From an optimization exercise on the open Yosys and OpenROAD flow, aimed at small area, a short achievable clock period and few clock cycles per item; shortcuts taken in it are not production practice. RTL that was checked went through simulation tests only; none was proved equivalent to the original. No functional check of the RTL was part of run 3. Power figures rest on the tool's default switching activity, not on a simulated workload.

$ cat flow/design.v
package sa_pkg;
    localparam int DATA_W   = 16;    
    localparam int EXP_W    = 8;     
    localparam int MAN_W    = 7;     
    localparam int EXP_BIAS = 127;   
    localparam int EXP_MAX  = 254;   
    typedef union packed {
        logic [DATA_W-1:0] raw;      
        struct packed {
            logic             sign;  
            logic [EXP_W-1:0] exp;   
            logic [MAN_W-1:0] man;   
        } fields;
    } fp_word_u;
endpackage
module fp_mul (
    input  sa_pkg::fp_word_u a_i,
    input  sa_pkg::fp_word_u b_i,
    output sa_pkg::fp_word_u p_o
);
    logic [7:0]  x, y;              
    logic [7:0][15:0] pp;           
    logic [5:0][15:0] s1;           
    logic [3:0][15:0] s2;
    logic [2:0][15:0] s3;
    logic [1:0][15:0] s4;
    logic [15:0] prod;
    logic        top;
    logic [9:0]  e0, e1;            
    logic        bad0, bad1;        
    logic        sign, zero;
    function automatic logic [31:0] csa(input logic [15:0] p, input logic [15:0] q, input logic [15:0] r);
        logic [15:0] s, c;
        s = p ^ q ^ r;
        c = ((p & q) | (p & r) | (q & r)) << 1;
        csa = {c, s};
    endfunction
    always_comb begin
        x = {1'b1, a_i.fields.man};
        y = {1'b1, b_i.fields.man};
        for (int i = 0; i < 8; i++) pp[i] = y[i] ? (16'(x) << i) : 16'd0;
        s1[1:0] = csa(pp[0], pp[1], pp[2]);
        s1[3:2] = csa(pp[3], pp[4], pp[5]);
        s1[4] = pp[6];
        s1[5] = pp[7];
        s2[1:0] = csa(s1[0], s1[1], s1[2]);
        s2[3:2] = csa(s1[3], s1[4], s1[5]);
        s3[1:0] = csa(s2[0], s2[1], s2[2]);
        s3[2] = s2[3];
        s4[1:0] = csa(s3[0], s3[1], s3[2]);
        prod = s4[0] + s4[1];
        top  = prod[15];
        e0 = {2'b00, a_i.fields.exp} + {2'b00, b_i.fields.exp} - 10'd127;
        e1 = {2'b00, a_i.fields.exp} + {2'b00, b_i.fields.exp} - 10'd126;
        bad0 = e0[9] || (e0 == 10'd0) || (e0 > 10'd254);
        bad1 = e1[9] || (e1 == 10'd0) || (e1 > 10'd254);
        sign = a_i.fields.sign ^ b_i.fields.sign;
        zero = (a_i.fields.exp == 8'd0) || (b_i.fields.exp == 8'd0);
        if (zero) begin
            p_o.raw = '0;
        end else if (top ? bad1 : bad0) begin
            p_o.raw = {sign, 8'hFF, 7'h00};
        end else begin
            p_o.raw = {sign, (top ? e1[7:0] : e0[7:0]), (top ? prod[14:8] : prod[13:7])};
        end
    end
endmodule
module fp_add (
    input  sa_pkg::fp_word_u a_i,   
    input  sa_pkg::fp_word_u b_i,   
    output sa_pkg::fp_word_u s_o
);
    logic [7:0] xe, ye;
    logic [6:0] xm, ym;
    logic [2:0] dxy, dyx;           
    logic [8:0] d;                  
    logic       x_big;              
    logic       near;               
    logic [7:0] y_al, x_al;         
    logic [8:0] sx, sy;             
    logic [8:0] s;
    logic [7:0] he;
    always_comb begin
        xe = a_i.fields.exp;  xm = a_i.fields.man;
        ye = b_i.fields.exp;  ym = b_i.fields.man;
        dxy = xe[2:0] - ye[2:0];
        dyx = ye[2:0] - xe[2:0];
        d   = {1'b0, xe} - {1'b0, ye};
        x_big = !d[8];
        near  = (d[8:3] == 6'b000000) || ((d[8:3] == 6'b111111) && (d[2:0] != 3'd0));
        y_al = {1'b1, ym} >> dxy;
        x_al = {1'b1, xm} >> dyx;
        sx = {1'b0, 1'b1, xm} + {1'b0, y_al};
        sy = {1'b0, 1'b1, ym} + {1'b0, x_al};
        s  = x_big ? sx : sy;
        he = x_big ? xe : ye;
        s_o.fields.sign = a_i.fields.sign;
        if (!near) begin
            s_o.fields.exp = he;
            s_o.fields.man = x_big ? xm : ym;
        end else if (s[8]) begin
            s_o.fields.exp = he + 8'd1;
            s_o.fields.man = s[7:1];
        end else begin
            s_o.fields.exp = he;
            s_o.fields.man = s[6:0];
        end
        if ((&xe) || (&ye)) begin
            s_o.raw = '0;
        end else if (a_i.raw == '0) begin
            s_o = b_i;
        end else if (b_i.raw == '0) begin
            s_o = a_i;
        end else if (a_i.fields.sign != b_i.fields.sign) begin
            s_o.raw = '0;
        end
    end
endmodule
module systolic_mm_top #(
    parameter int N = 4                      
) (
    input  logic                          clk,
    input  logic                          reset,    
    input  logic                          load_i,   
    input  logic                          start_i,  
    input  logic [N*N*sa_pkg::DATA_W-1:0] a_i,      
    input  logic [N*N*sa_pkg::DATA_W-1:0] b_i,      
    output logic [N*N*sa_pkg::DATA_W-1:0] c_o,      
    output logic                          done_o    
);
    localparam int W = sa_pkg::DATA_W;
    logic [N-1:0][N-1:0][W-1:0] a_q;         
    logic [N-1:0][N-1:0][W-1:0] b_q;         
    logic [N*N*W-1:0]           p_q;         
    logic [2:0]                 cnt;         
    logic                       step;
    assign step = start_i && !load_i && !done_o;
    always_ff @(posedge clk) begin
        if (load_i) begin
            for (int m = 0; m < N; m++)
                for (int s = 0; s < N; s++) begin
                    a_q[m][s] <= a_i[(m*N+s)*W +: W];
                    b_q[m][s] <= b_i[(s*N+m)*W +: W];
                end
        end else if (step) begin
            for (int m = 0; m < N; m++)
                for (int s = 0; s < N-1; s++) begin
                    a_q[m][s] <= a_q[m][s+1];
                    b_q[m][s] <= b_q[m][s+1];
                end
        end
    end
    always_ff @(posedge clk or negedge reset) begin
        if (!reset) begin
            cnt    <= '0;
            done_o <= 1'b0;
        end else if (load_i) begin
            cnt    <= '0;
            done_o <= 1'b0;
        end else if (step) begin
            cnt    <= cnt + 1'b1;
            done_o <= (cnt == 3'(N));
        end
    end
    for (genvar m = 0; m < N; m++) begin : g_row
        for (genvar k = 0; k < N; k++) begin : g_col
            sa_pkg::fp_word_u prod;
            sa_pkg::fp_word_u sum;
            fp_mul u_mul (.a_i(a_q[m][0]), .b_i(b_q[k][0]), .p_o(prod));
            fp_add u_add (.a_i(c_o[(m*N+k)*W +: W]), .b_i(p_q[(m*N+k)*W +: W]), .s_o(sum));
            always_ff @(posedge clk) begin
                if (load_i) begin
                    p_q[(m*N+k)*W +: W] <= '0;
                    c_o[(m*N+k)*W +: W] <= '0;
                end else if (step) begin
                    p_q[(m*N+k)*W +: W] <= prod.raw;
                    c_o[(m*N+k)*W +: W] <= sum.raw;
                end
            end
        end
    end
endmodule
$ cat flow/run.sh
#!/bin/bash
# synth_recipe.tcl (not shown) runs the flow's synth.tcl, then flattens the netlist and writes it again
# the make line also repeats each setting of config.mk as NAME=value (left out here)
make -C /OpenROAD-flow-scripts/flow DESIGN_CONFIG=/design/flow/config.mk WORK_HOME=/design/flow/orfs CLKGATE_MAP_FILE= SYNTH_SCRIPT=/design/flow/synth_recipe.tcl finish
$ cat flow/config.mk
export PLATFORM = sky130hd
export DESIGN_NAME = systolic_mm_top
export DESIGN_NICKNAME = systolic_mm_top
export VERILOG_FILES = /design/flow/design.v
export SDC_FILE = /design/flow/constraint.sdc
export NUM_CORES = 4
export LEC_CHECK = 0
export CAP_MARGIN = 20
export CORE_MARGIN = 2
export CORE_UTILIZATION = 40
export SLEW_MARGIN = 20
$ cat flow/constraint.sdc
create_clock -name core_clock -period 14.0 [get_ports {clk}]
set_input_delay 2.8000 -clock core_clock [delete_from_list [all_inputs] [get_ports {clk}]]
set_output_delay 2.8000 -clock core_clock [all_outputs]
set_load 0.01 [all_outputs]
==> results of run 1 <==
power groups by stage:
stage / combinational [W] / sequential, W / clock [W]
6_report: 0.0248 / 0.00513 / 0.00381
3_3_place_gp: 0.0243 / 0.00517 / 0
2_1_floorplan: 0.0185 / 0.00463 / 0
5_1_grt: 0.0278 / 0.00520 / 0.00399
4_1_cts: 0.0246 / 0.00510 / 0.00389
3_5_place_dp: 0.0244 / 0.00516 / 0
cells by family after synthesis:
family / share of synthesized area (%)
compound gates: 18.9
simple gates: 18.6
flops: 22.7
xor+xnor: 4.75
mux: 7.61
fa+ha+maj: 22.2
buf+inv: 5.26
state kept, by name, indices dropped and copies added (netlist names):
register  cells
b_q         256
p_q         256
done_o        1
c_o         256
a_q         256
cnt           3
metrics by stage:
step | power [W] | hold WS (ns)
floorplan | 0.0232 | 0.469
global placement | 0.0295 | 0.511
detailed placement | 0.0296 | 0.509
CTS | 0.0336 | 0.526
global route | 0.0370 | 0.543
finish | 0.0337 | 0.533
worst max-delay path, delay by kind of cell (launching register included):
family,cells,cell delay (ns)
adder cells (fa/ha/maj),5,2.44
AND/OR/NAND/NOR,7,1.73
AO/OA/AOI/OAI,4,1.39
buffers and inverters,2,0.44
flip-flops,1,0.32
synthesized netlist by cell type (91+ instances only):
| cell type | instances | share of area, % |
|---|---|---|
| nand2_1 | 1319 | 4.4 |
| inv_1 | 1047 | 3.5 |
| ha_1 | 914 | 10 |
| nor2_1 | 887 | 2.9 |
| o21ai_0 | 847 | 3.7 |
| fa_1 | 688 | 12 |
| a21oi_1 | 553 | 2.4 |
| dfxtp_1 | 512 | 9.0 |
| edfxtp_1 | 512 | 14 |
| clkbuf_1 | 468 | 1.5 |
| mux2_2 | 439 | 4.4 |
| and2_1 | 390 | 2.2 |
| xnor2_1 | 380 | 2.9 |
| nor3_1 | 305 | 1.3 |
| nand3_1 | 270 | 1.2 |
| mux2i_1 | 265 | 2.3 |
| xor2_1 | 225 | 1.7 |
| nor4_1 | 219 | 1.2 |
| a21o_1 | 183 | 1.2 |
| nor2b_1 | 165 | 0.91 |
| a211oi_1 | 144 | 0.95 |
| a22oi_1 | 140 | 0.93 |
| o211ai_1 | 135 | 0.89 |
| nand2b_1 | 129 | 0.71 |
| o21a_1 | 127 | 0.84 |
| nand4_1 | 116 | 0.64 |
| a221o_1 | 112 | 0.99 |
| a31oi_1 | 108 | 0.60 |
| o22ai_1 | 106 | 0.58 |
| and3_1 | 93 | 0.51 |
| o31ai_1 | 91 | 0.60 |
area by class of cell:
class / count / area share (%)
multi-input cells: 10442 / 63.0
flip-flops and latches: 1028 / 19.8
repair buffers: 925 / 6.86
well taps: 3743 / 3.60
inverters: 1049 / 3.04
clock buffers: 183 / 3.03
clock inverters: 70 / 0.640
diodes: 14 / 0.0270
layer usage:
layer  part of all wire, %  GRT usage, %  vias up
li1                      -             -    48282
met1                    43          35.6    48744
met2                    45          42.6     3414
met3                   7.3          5.08      636
met4                   4.2          9.69       32
met5                 0.053             0        -
path summary, 6_finish.rpt:
kind	slack [ns]	cells past startpoint	to	from
worst max-delay path	7.47	18	p_q[9]$_SDFFE_PP0P_	a_q[4]$_DFFE_PP_
worst min-delay path	0.53	2	p_q[159]$_SDFFE_PP0P_	p_q[159]$_SDFFE_PP0P_
worst max register to register	7.47	18	p_q[9]$_SDFFE_PP0P_	a_q[4]$_DFFE_PP_
worst min register to register	0.53	2	p_q[159]$_SDFFE_PP0P_	p_q[159]$_SDFFE_PP0P_
max in group asynchronous	11.44	1	cnt[0]$_DFFE_PN0P_	reset
min in group asynchronous	2.25	1	cnt[2]$_DFFE_PN0P_	reset
==> flow_summary_export.csv, run 1 <==
group,metric,value,unit
worst_setup_path,critical_path.max_stage_delay,0.67,ns
timing,setup_viol_count_final,0,
cts,root_buffer,"clkbuf_16",
grt,number_of_antenna_violations_at_the_first_check_in_global_routing,42,
power,cellLeakagePower,53.0,nW
timing,finClkSkew,0.0718,ns
synth,async_reset_ff_share,0.389,%
synth,mapped_area,0.113,sq mm
power,power.combinational.fraction,73.5,%
grt,grt_remaining_overflow,0,
cts,clkTransAtPathRegs,0.07,ns
worst_setup_path,worst_path_cell_chain,"buf_4, nand2_1, fa_1, fa_1, fa_1, fa_1, inv_1, ha_1, nand2_1, or4_4, nand3_1, or3b_1, a221o_1, a31o_1, nor4_2, a21oi_1, and2_1, a221o_1",
timing,layout_setup_ws,7.47,ns
worst_setup_path,critical_path_peak_fanout,32,
timing,timing.final.hold_violations,0,
power,peakVddDrop,0.000142,V
synth,synth_edf_count,512,
placed_design,place_area,0.125,sq mm
finish,leading_cell_types_in_the_layout_fill_and_taps_excluded,"nand2_1 (1,318), inv_1 (1,045), ha_1 (914)",
floorplan,boundaryPins,773,
power,clock_power_share,11.3,%
power,netSwitchingFraction,52.3,%
placed_design,dp_cells,17186,
floorplan,die_y,537,microns
synth,yosys_warnings,3,
grt,number_of_global_route_vias_before_repair,96616,
finish,drive_above_1_share,7.37,%
placed_design,dp_worst_setup_slack,7.18,ns
timing,finalCriticalPeriod,6.53,ns
timing,achievable-frequency,153,MHz
finish,synthToLayoutAreaGrowth,14.6,%
floorplan,core_area,0.282,sq mm
finish,final_net_count,15705,
worst_setup_path,path_common_cell,"fa_1",
power,intPower,0.0161,W
detailed_routing,detail_route.wirelength,392000,microns
timing,final.setup.tns,0,ns
worst_setup_path,arrival,7.22,ns
cts,cts-hold-fix-buffers,0,
worst_setup_path,cp.required,14.70,ns
floorplan,fp.dieArea,0.288,sq mm
worst_setup_path,endpoint_kind,"register",
placed_design,portBuffers,772,
detailed_routing,detail_route.drc_violations,0,
detailed_routing,route.detailed.wl_per_inst,22.5,microns
synth,yosys.cell_types.count,116,
floorplan,die_width,537,microns
placed_design,hpwl,301000,microns
worst_setup_path,path_class,"reg2reg",
grt,grt_first_pass_wirelength,597000,microns
finish,final_util,46.0,%
power,power_density,260,mW/mm^2
worst_setup_path,worst_path_max_delay_cell,"a221o_1",
outcome,status,"complete, no violations",
cts,post-cts-setup-buffer-count,0,
worst_setup_path,critical_path.startpoint_type,"register",
cts,cts_tree,"done",
timing,layout_worst_path_cycle_share,46.6,%
cts,cts_num_sinks,1028,
synth,ys_seq_area_share,22.7,%
timing,max-slew-margin-rel,19.3,%
synth,yosys_register_bits,1028,
grt,global_route.usage.total,26.6,%
min_path,hp_class,"reg2reg",
finish,nFillCells,27507,
detailed_routing,1st_pass_router_iterations,6,
synth,mappedNetlistNets,15165,
cts,clkLatencyLatePin,0.86,ns
timing,rsz_0062_raised_after_global_routing,"false",
floorplan,initial_core_util,40.2,%
placed_design,place.gp.congestion,0.952,
cts,cts_buffer_depth,4,
finish,layout.area.seq,0.0257,sq mm
synth,post_synthesis_instance_total,13047,
power,power_frac_seq,15.2,%
detailed_routing,dr.first_iter.drc_count,8081,
grt,grt_max_degree,152,
run,timing.max_cap.violations,0,
detailed_routing,final_antenna_net_count,0,
finish,most_frequent_standard_cell_in_the_layout_excluding_fill_and_tap_cells,"nand2_1",
floorplan,num_rows,195,
cts,cts_max_level,4,
finish,fin_area,0.130,sq mm
synth,ys_dominant_reg_cell,"edfxtp_1",
timing,slew_violations,0,
detailed_routing,num_vias,101108,
cts,cts_inserted_buffers,141,
finish,multiInputGateArea,0.0819,sq mm
finish,finish.cell_count_without_fillers,17454,
timing,tightest_slew,1.21,ns
synth,synth.avg_cell_area,8.69,sq um
cts,cts_resized,0,
power,switching_power_of_the_nets,0.0176,W
detailed_routing,via_per_inst,5.79,
Testbench counts, summed over its fixed seeds: cycles 2,304, items 384.
==> run 2: changes to the inputs <==
==> flow/flow/run.sh (new file) <==
#!/bin/bash
set -euo pipefail
SETUP_MARGIN=${SETUP_MARGIN:-9.5}
bash standard.sh SETUP_SLACK_MARGIN=$SETUP_MARGIN finish > make_finish.log 2>&1
==> flow/standard.sh (new file) <==
#!/bin/bash
# synth_recipe.tcl (not shown) runs the flow's synth.tcl, then flattens the netlist and writes it again
# the make line also repeats each setting of config.mk as NAME=value (left out here)
make -C /OpenROAD-flow-scripts/flow DESIGN_CONFIG=/design/flow/config.mk WORK_HOME=/design/flow/orfs CLKGATE_MAP_FILE= SYNTH_SCRIPT=/design/flow/synth_recipe.tcl "${@:-finish}"
removed: flow/run.sh
==> flow_summary_export.csv, run 2 <==
group,metric,value,unit
placed_design,place_area,0.126,sq mm
timing,layout_setup_ws,8.34,ns
timing,timing.final.hold_violations,0,
floorplan,num_rows,195,
finish,leading_cell_types_in_the_layout_fill_and_taps_excluded,"nand2_1 (1,267), inv_1 (1,002), nor2_1 (840)",
outcome,status,"complete, no violations",
worst_setup_path,path_class,"reg2reg",
detailed_routing,dr.first_iter.drc_count,9289,
finish,final_net_count,16465,
finish,fin_area,0.144,sq mm
grt,grt_max_degree,83,
detailed_routing,1st_pass_router_iterations,7,
grt,grt_remaining_overflow,0,
detailed_routing,num_vias,107121,
cts,cts_buffer_depth,4,
synth,synth_edf_count,512,
detailed_routing,detail_route.drc_violations,0,
cts,root_buffer,"clkbuf_16",
worst_setup_path,worstSetupStartpoint,"b_q[66]$_DFFE_PP_",
min_path,min-delay-start,"b_q[251]$_DFFE_PP_",
synth,synth_top_cell_area_share,13.6,%
cts,cts_inserted_buffers,136,
detailed_routing,via_per_inst,5.88,
placed_design,portBuffers,772,
synth,post-synth-top-count-cell,"nand2_1",
timing,tightest_slew,1.20,ns
timing,rsz_0062_raised_after_global_routing,"true",
power,power_density,279,mW/mm^2
placed_design,dp_worst_setup_slack,6.98,ns
synth,post_synthesis_instance_total,13047,
cts,cts_tree,"done",
worst_setup_path,critical_path.max_stage_delay,0.54,ns
synth,ys_dominant_reg_cell,"edfxtp_1",
synth,synth_largest_area_cell,"edfxtp_1",
run,timing.max_cap.violations,0,
synth,yosys.cell_types.count,116,
synth,mappedNetlistNets,15165,
worst_setup_path,critical_path.startpoint_type,"register",
timing,layout_worst_path_cycle_share,40.4,%
worst_setup_path,path_common_cell,"fa_1",
power,cellLeakagePower,59.6,nW
grt,number_of_global_route_vias_before_repair,101392,
worst_setup_path,worst_path_cell_chain,"buf_12, and2_4, fa_1, inv_1, fa_2, fa_1, fa_1, inv_2, ha_4, and2_4, a221o_1, a211o_1, a311oi_2, xnor2_2, buf_6, a21bo_4, nor4bb_4, or2_4, nor3_4, a221o_1",
finish,drive_above_1_share,20.2,%
cts,clkTransAtPathRegs,0.06,ns
synth,async_reset_ff_share,0.389,%
timing,setup_viol_count_final,0,
floorplan,core_area,0.282,sq mm
power,peakVddDrop,0.000159,V
timing,hold_ws,0.472,ns
worst_setup_path,critical_path_peak_fanout,8,
timing,max-slew-margin-rel,19.8,%
worst_setup_path,cp_num_buf_inv,4,
synth,top_area_cells_in_the_synthesized_netlist,"edfxtp_1 (14%), fa_1 (12%), ha_1 (10%), dfxtp_1 (9.0%), nand2_1 (4.4%)",
floorplan,initial_core_util,40.2,%
detailed_routing,detail_route.wirelength,435000,microns
worst_setup_path,cp.required,14.69,ns
synth,synth.avg_cell_area,8.69,sq um
finish,synthToLayoutAreaGrowth,27.0,%
detailed_routing,route.detailed.wl_per_inst,23.9,microns
placed_design,place.gp.congestion,0.919,
worst_setup_path,arrival,6.35,ns
finish,finish.cell_count_without_fillers,18206,
synth,ys_seq_area_share,22.7,%
worst_setup_path,critical_path.top_delay_family,"adder cells",
synth,mapped_area,0.113,sq mm
worst_setup_path,worst_path_max_delay_cell,"fa_2",
grt,number_of_antenna_violations_at_the_first_check_in_global_routing,51,
worst_setup_path,endpoint_kind,"register",
synth,yosys_warnings,3,
timing,final.setup.tns,0,ns
finish,most_frequent_standard_cell_in_the_layout_excluding_fill_and_tap_cells,"nand2_1",
floorplan,boundaryPins,773,
timing,slew_violations,0,
grt,grt_first_pass_wirelength,635000,microns
floorplan,fp.dieArea,0.288,sq mm
placed_design,dp_cells,17185,
finish,nFillCells,26073,
timing,finalCriticalPeriod,5.66,ns
floorplan,die_y,537,microns
grt,global_route.usage.total,28.6,%
placed_design,hpwl,302000,microns
timing,finClkSkew,0.0838,ns
floorplan,die_width,537,microns
timing,achievable-frequency,177,MHz
cts,cts_max_level,4,
detailed_routing,final_antenna_net_count,0,
cts,cts_num_sinks,1028,
min_path,hp_class,"reg2reg",
worst_setup_path,startpoint_of_the_lowest_slack_register_to_register_path,"b_q[66]$_DFFE_PP_",
synth,yosys-top-cells-count,"nand2_1 (1,319), inv_1 (1,047), ha_1 (914)",
cts,cts-hold-fix-buffers,0,
synth,yosys_register_bits,1028,
cts,clkLatencyLatePin,0.88,ns
run 2: final cells by class:
class	instances	area, sq um	area share (%)
clock buffer	167	3650	2.53
tap	3743	4680	3.25
timing repair buffer	1678	16900	11.7
antenna	17	42.5	0.0295
multi-input combinational	10451	87800	61.0
inverter	1049	3960	2.75
clock inverter	70	589	0.409
timing repair inverter	3	26.3	0.0182
sequential	1028	26300	18.3
run 2: final timing paths:
check                                        to  slack, ns  cells past startpoint
max                        p_q[89]$_SDFFE_PP0P_       8.34                     20
max in group asynchronous    cnt[0]$_DFFE_PN0P_      11.62                      1
min reg2reg                  b_q[235]$_DFFE_PP_       0.47                      1
min in group asynchronous    done_o$_DFFE_PN0P_       2.21                      1
min                          b_q[235]$_DFFE_PP_       0.47                      1
max reg2reg                p_q[89]$_SDFFE_PP0P_       8.34                     20
run 2: timing repair:
action                     in CTS  in global routing
gates cloned                   44                 14
setup endpoints to repair    1317                664
buffers inserted              433                276
pin swaps                     303                355
resized for setup            1632                688
run 2: through the flow:
stage	util, %	total power [W]
finish	51.0	0.0402
global route	51.0	0.0433
CTS	49.2	0.0371
detailed placement	44.6	0.0302
global placement	44.6	0.0301
floorplan	-	0.0236
run 2: logic make-up (layout without fill, tap and decap cells):
kind of cell,Yosys count,count (layout),synth area share (%)
buf+inv,1577,2967,5.26
mux,750,752,7.61
fa+ha+maj,1602,1602,22.2
other cells,0,17,0
compound gates,3196,3199,18.9
xor+xnor,609,611,4.75
simple gates,4285,4287,18.6
flops,1028,1028,22.7
run 2: per-layer routing:
| layer | vias up | routed length (microns) | GRT usage [%] |
|---|---|---|---|
| met2 | 4345 | 196000 | 45.7 |
| met3 | 994 | 38200 | 6.32 |
| li1 | 49864 | - | - |
| met1 | 51868 | 175000 | 36.6 |
| met5 | - | 398 | 0.197 |
| met4 | 50 | 25100 | 13.8 |
run 2: power by group:
| group | switching (W) | leakage [nW] | internal (W) |
|---|---|---|---|
| Combinational | 0.0177 | 47.9 | 0.0138 |
| Sequential | 0.00128 | 9.56 | 0.00390 |
| Clock | 0.00149 | 2.07 | 0.00197 |
| Total | 0.0205 | 59.6 | 0.0197 |
==> run 3: changes to the inputs <==
--- a/flow/design.v
+++ b/flow/design.v
@@ -73,37 +73,28 @@
     logic [7:0] xe, ye;
     logic [6:0] xm, ym;
-    logic [2:0] dxy, dyx;           
-    logic [8:0] d;                  
+    logic [8:0] dxy, dyx;           
     logic       x_big;              
-    logic       near;               
     logic [7:0] y_al, x_al;         
     logic [8:0] sx, sy;             
     logic [8:0] s;
-    logic [7:0] he;
+    logic [7:0] he, he1;
+    logic       special;
     always_comb begin
         xe = a_i.fields.exp;  xm = a_i.fields.man;
         ye = b_i.fields.exp;  ym = b_i.fields.man;
-        dxy = xe[2:0] - ye[2:0];
-        dyx = ye[2:0] - xe[2:0];
-        d   = {1'b0, xe} - {1'b0, ye};
-        x_big = !d[8];
-        near  = (d[8:3] == 6'b000000) || ((d[8:3] == 6'b111111) && (d[2:0] != 3'd0));
-        y_al = {1'b1, ym} >> dxy;
-        x_al = {1'b1, xm} >> dyx;
+        dxy = {1'b0, xe} - {1'b0, ye};
+        dyx = {1'b0, ye} - {1'b0, xe};
+        x_big = a_i.raw[14:0] >= b_i.raw[14:0];
+        y_al = (dxy[7:3] != 5'd0) ? 8'd0 : ({1'b1, ym} >> dxy[2:0]);
+        x_al = (dyx[7:3] != 5'd0) ? 8'd0 : ({1'b1, xm} >> dyx[2:0]);
         sx = {1'b0, 1'b1, xm} + {1'b0, y_al};
         sy = {1'b0, 1'b1, ym} + {1'b0, x_al};
-        s  = x_big ? sx : sy;
-        he = x_big ? xe : ye;
+        s   = x_big ? sx : sy;
+        he  = x_big ? xe : ye;
+        he1 = x_big ? (xe + 8'd1) : (ye + 8'd1);
         s_o.fields.sign = a_i.fields.sign;
-        if (!near) begin
-            s_o.fields.exp = he;
-            s_o.fields.man = x_big ? xm : ym;
-        end else if (s[8]) begin
-            s_o.fields.exp = he + 8'd1;
-            s_o.fields.man = s[7:1];
-        end else begin
-            s_o.fields.exp = he;
-            s_o.fields.man = s[6:0];
-        end
+        s_o.fields.exp  = s[8] ? he1 : he;
+        s_o.fields.man  = s[8] ? s[7:1] : s[6:0];
+        special = 1'b0;
         if ((&xe) || (&ye)) begin
             s_o.raw = '0;
==> flow/run.sh (new file) <==
#!/bin/bash
# synth_recipe.tcl (not shown) runs the flow's synth.tcl, then flattens the netlist and writes it again
# the make line also repeats each setting of config.mk as NAME=value (left out here)
make -C /OpenROAD-flow-scripts/flow DESIGN_CONFIG=/design/flow/config.mk WORK_HOME=/design/flow/orfs CLKGATE_MAP_FILE= SYNTH_SCRIPT=/design/flow/synth_recipe.tcl finish
removed: flow/flow/run.sh
removed: flow/standard.sh
==> flow_summary_export.csv, run 3 <==
group,metric,value,unit
synth,ys_dominant_reg_cell,"edfxtp_1",
grt,grt_remaining_overflow,0,
cts,cts_buffer_depth,4,
detailed_routing,dr.first_iter.drc_count,9246,
synth,yosys_warnings,3,
cts,cts_tree,"done",
finish,most_frequent_standard_cell_in_the_layout_excluding_fill_and_tap_cells,"inv_1",
placed_design,portBuffers,772,
timing,setup_viol_count_final,0,
synth,yosys.cell_types.count,111,
detailed_routing,detail_route.drc_violations,0,
placed_design,place.gp.congestion,0.944,
detailed_routing,via_per_inst,5.84,
timing,final.setup.tns,0,ns
outcome,status,"complete, no violations",
finish,nFillCells,29589,
worst_setup_path,arrival,7.31,ns
finish,final_net_count,16815,
grt,global_route.usage.total,26.9,%
worst_setup_path,cp.required,14.67,ns
finish,multiInputGateArea,0.0875,sq mm
floorplan,boundaryPins,773,
timing,tightest_slew,1.29,ns
floorplan,die_width,553,microns
worst_setup_path,startpoint_of_the_lowest_slack_register_to_register_path,"a_q[196]$_DFFE_PP_",
finish,final_util,45.7,%
grt,use_met3,5.10,%
synth,mappedNetlistNets,16323,
worst_setup_path,critical_path.startpoint_type,"register",
cts,root_buffer,"clkbuf_16",
grt,number_of_antenna_violations_at_the_first_check_in_global_routing,46,
synth,mapped_area,0.120,sq mm
cts,cts_resized,0,
worst_setup_path,cp.depth,19,
detailed_routing,num_vias,108514,
worst_setup_path,path_class,"reg2reg",
run,timing.max_cap.violations,0,
synth,yosys-top-cells-count,"inv_1 (1,373), nand2_1 (1,207), ha_1 (1,106)",
floorplan,core_area,0.300,sq mm
finish,layout.area.seq,0.0257,sq mm
worst_setup_path,path_common_cell,"fa_1",
timing,finClkSkew,0.0745,ns
worst_setup_path,worst_path_cell_chain,"buf_4, nand2_1, fa_1, fa_1, fa_1, inv_1, fa_1, ha_1, and2_1, or4b_1, a21oi_1, a311o_1, xnor2_2, buf_4, o221ai_1, nor4b_1, or2_1, nor2_1, a221o_1",
cts,post-cts-setup-buffer-count,0,
timing,rsz_0062_raised_after_global_routing,"false",
synth,synth_top_cell_area_share,12.8,%
finish,synthToLayoutAreaGrowth,13.6,%
floorplan,die_y,553,microns
worst_setup_path,critical_path_peak_fanout,32,
detailed_routing,detail_route.wirelength,426000,microns
grt,grt_first_pass_wirelength,644000,microns
timing,slew_violations,0,
worst_setup_path,worstSetupStartpoint,"a_q[196]$_DFFE_PP_",
finish,leading_cell_types_in_the_layout_fill_and_taps_excluded,"inv_1 (1,372), nand2_1 (1,206), ha_1 (1,106)",
grt,grtUsageMet1,35.3,%
timing,hold_ws,0.522,ns
timing,timing.final.hold_violations,0,
synth,synth_edf_count,512,
synth,top_area_cells_in_the_synthesized_netlist,"edfxtp_1 (13%), ha_1 (11%), fa_1 (11%), dfxtp_1 (8.5%), inv_1 (4.3%)",
power,peakVddDrop,0.000137,V
placed_design,dp_cells,18322,
synth,ys_seq_area_share,21.4,%
worst_setup_path,reg2reg_setup_slack,7.36,ns
cts,cts_max_level,4,
min_path,hp_class,"reg2reg",
synth,yosys_register_bits,1028,
power,power_density,243,mW/mm^2
worst_setup_path,critical_path.max_stage_delay,0.51,ns
timing,max-slew-margin-rel,14.1,%
floorplan,fp.dieArea,0.306,sq mm
timing,achievable-frequency,151,MHz
placed_design,hpwl,334000,microns
synth,synth.avg_cell_area,8.60,sq um
cts,cts_num_sinks,1028,
synth,async_reset_ff_share,0.389,%
finish,finish.cell_count_without_fillers,18582,
synth,synth_largest_area_cell,"edfxtp_1",
cts,cts_inserted_buffers,137,
power,total_power,0.0333,W
worst_setup_path,r2r.worst_path.cells,19,
synth,post-synth-top-count-cell,"inv_1",
worst_setup_path,setup.worst_path.end,"p_q[236]$_SDFFE_PP0P_",
detailed_routing,1st_pass_router_iterations,7,
worst_setup_path,endpoint_kind,"register",
floorplan,initial_core_util,40.2,%
worst_setup_path,cp_num_buf_inv,3,
cts,cts-hold-fix-buffers,0,
grt,number_of_global_route_vias_before_repair,103502,
worst_setup_path,worst_path_max_delay_cell,"fa_1",
detailed_routing,route.detailed.wl_per_inst,22.9,microns
finish,drive_above_1_share,7.31,%
power,cellLeakagePower,56.4,nW
timing,finalCriticalPeriod,6.64,ns
synth,post_synthesis_instance_total,14013,
worst_setup_path,critical_path.top_delay_family,"adder cells",
cts,clkTransAtPathRegs,0.06,ns
grt,grt_max_degree,139,
grt,gr-usage-met2,44.0,%
cts,clkLatencyLatePin,0.83,ns
timing,layout_worst_path_cycle_share,47.4,%
detailed_routing,final_antenna_net_count,0,
worst_setup_path,worstReg2RegEnd,"p_q[236]$_SDFFE_PP0P_",
grt,top_usage_layer,"met2",
floorplan,num_rows,201,
run 3: changes by cell type after synthesis, sizes merged, moves of 50 or more:
| cell | before | now |
|---|---|---|
| o21ai | 860 | 734 |
| o221ai | 27 | 83 |
| nand2 | 1320 | 1208 |
| inv | 1048 | 1374 |
| nor2b | 165 | 224 |
| a21oi | 553 | 737 |
| clkbuf | 468 | 518 |
| ha | 914 | 1106 |
run 3: worst register-to-register path, cell delays in order, from the launching register on:
cell      delay, ns
edfxtp_1       0.32
buf_4          0.41
nand2_1        0.15
fa_1           0.51
fa_1           0.51
fa_1           0.50
inv_1          0.05
fa_1           0.44
ha_1           0.41
and2_1         0.18
or4b_1         0.47
a21oi_1        0.48
a311o_1        0.34
xnor2_2        0.12
buf_4          0.29
o221ai_1       0.20
nor4b_1        0.45
or2_1          0.30
nor2_1         0.13
a221o_1        0.27
run 3: routing by layer:
metal  vias to the layer above  routed length [microns]
met5                         -                      224
met4                        32                    17700
met3                       647                    32800
met2                      3859                   194000
met1                     52470                   181000
li1                      51506                        -
run 3: final cells by class:
| cell class | count | share of cell area, % |
|---|---|---|
| repair buffers | 937 | 6.59 |
| clock inverters | 62 | 0.494 |
| multi-input cells | 11027 | 63.9 |
| clock buffers | 180 | 2.80 |
| inverters | 1374 | 3.77 |
| diodes | 16 | 0.0293 |
| flip-flops and latches | 1028 | 18.8 |
| well taps | 3958 | 3.62 |
run 3: worst min path at each step:
stage	startpoint	cells past startpoint	endpoint	slack (ns)
4_1_cts	p_q[207]$_SDFFE_PP0P_	2	c_o[207]$_SDFFE_PP0P_	0.53
5_1_grt	b_q[151]$_DFFE_PP_	1	b_q[135]$_DFFE_PP_	0.55
6_report	p_q[207]$_SDFFE_PP0P_	2	c_o[207]$_SDFFE_PP0P_	0.52
2_1_floorplan	p_q[15]$_SDFFE_PP0P_	2	c_o[15]$_SDFFE_PP0P_	0.47
3_5_place_dp	p_q[239]$_SDFFE_PP0P_	2	c_o[239]$_SDFFE_PP0P_	0.52
3_3_place_gp	done_o$_DFFE_PN0P_	2	done_o$_DFFE_PN0P_	0.51
run 3: cell families (layout without fill, tap and decap cells):
kind of cell,after synthesis,after routing,synth area share [%]
multiplexers,747,747,7.43
XOR/XNOR,594,594,4.38
AO/OA/AOI/OAI,3471,3471,19.5
AND/OR/NAND/NOR,4421,4421,18.3
other,0,16,0
adder cells (fa/ha/maj),1794,1794,22.9
buffers and inverters,1958,2553,6.14
flip-flops,1028,1028,21.4
run 3: stage by stage:
stage,instance area (sq um),worst slack [ns]
2_1_floorplan,120000,4.66
3_3_place_gp,132000,6.94
3_5_place_dp,132000,6.89
4_1_cts,137000,7.44
5_1_grt,137000,7.01
6_report,137000,7.36
run 3: power by group:
part | internal [W] | leakage [nW] | total, W | switching, W
Combinational | 0.00973 | 44.7 | 0.0245 | 0.0148
Clock | 0.00213 | 2.19 | 0.00363 | 0.00151
Sequential | 0.00382 | 9.42 | 0.00515 | 0.00133
Total | 0.0157 | 56.4 | 0.0333 | 0.0176

## static timing again, ports no longer ideal
How much do the figures lean on ideal ports? The routed layouts below were timed once more, with nothing changed but the port constraints.
Step 1: set_driving_cell puts a clkbuf_16 on clk and a buf_2 on each other input, an assumption about the parent block.
Step 2 adds t to the input delays and takes it off the output delays; t is the mean of the earliest and latest rising clock arrival at the registers after step 1. Input paths then give back, and output paths get back, about the clock's delay inside the block.
a / b / c = ideal / step 1 / step 2; a / b = the first two.
run	t, ns	slack for setup (ns)	latest minus earliest clock arrival (ns)
run 1	0.928	7.474 / 7.474 / 7.139	0.076 / 0.076
run 2	0.945	8.340 / 8.340 / 8.340	0.086 / 0.086
run 3	0.915	7.359 / 7.359 / 6.644	0.083 / 0.083
After both steps setup and hold are still met in every run listed. For run 3, which loses most, drivers alone change the setup slack by 0.000 ns; drivers and shift together by -0.715 ns.
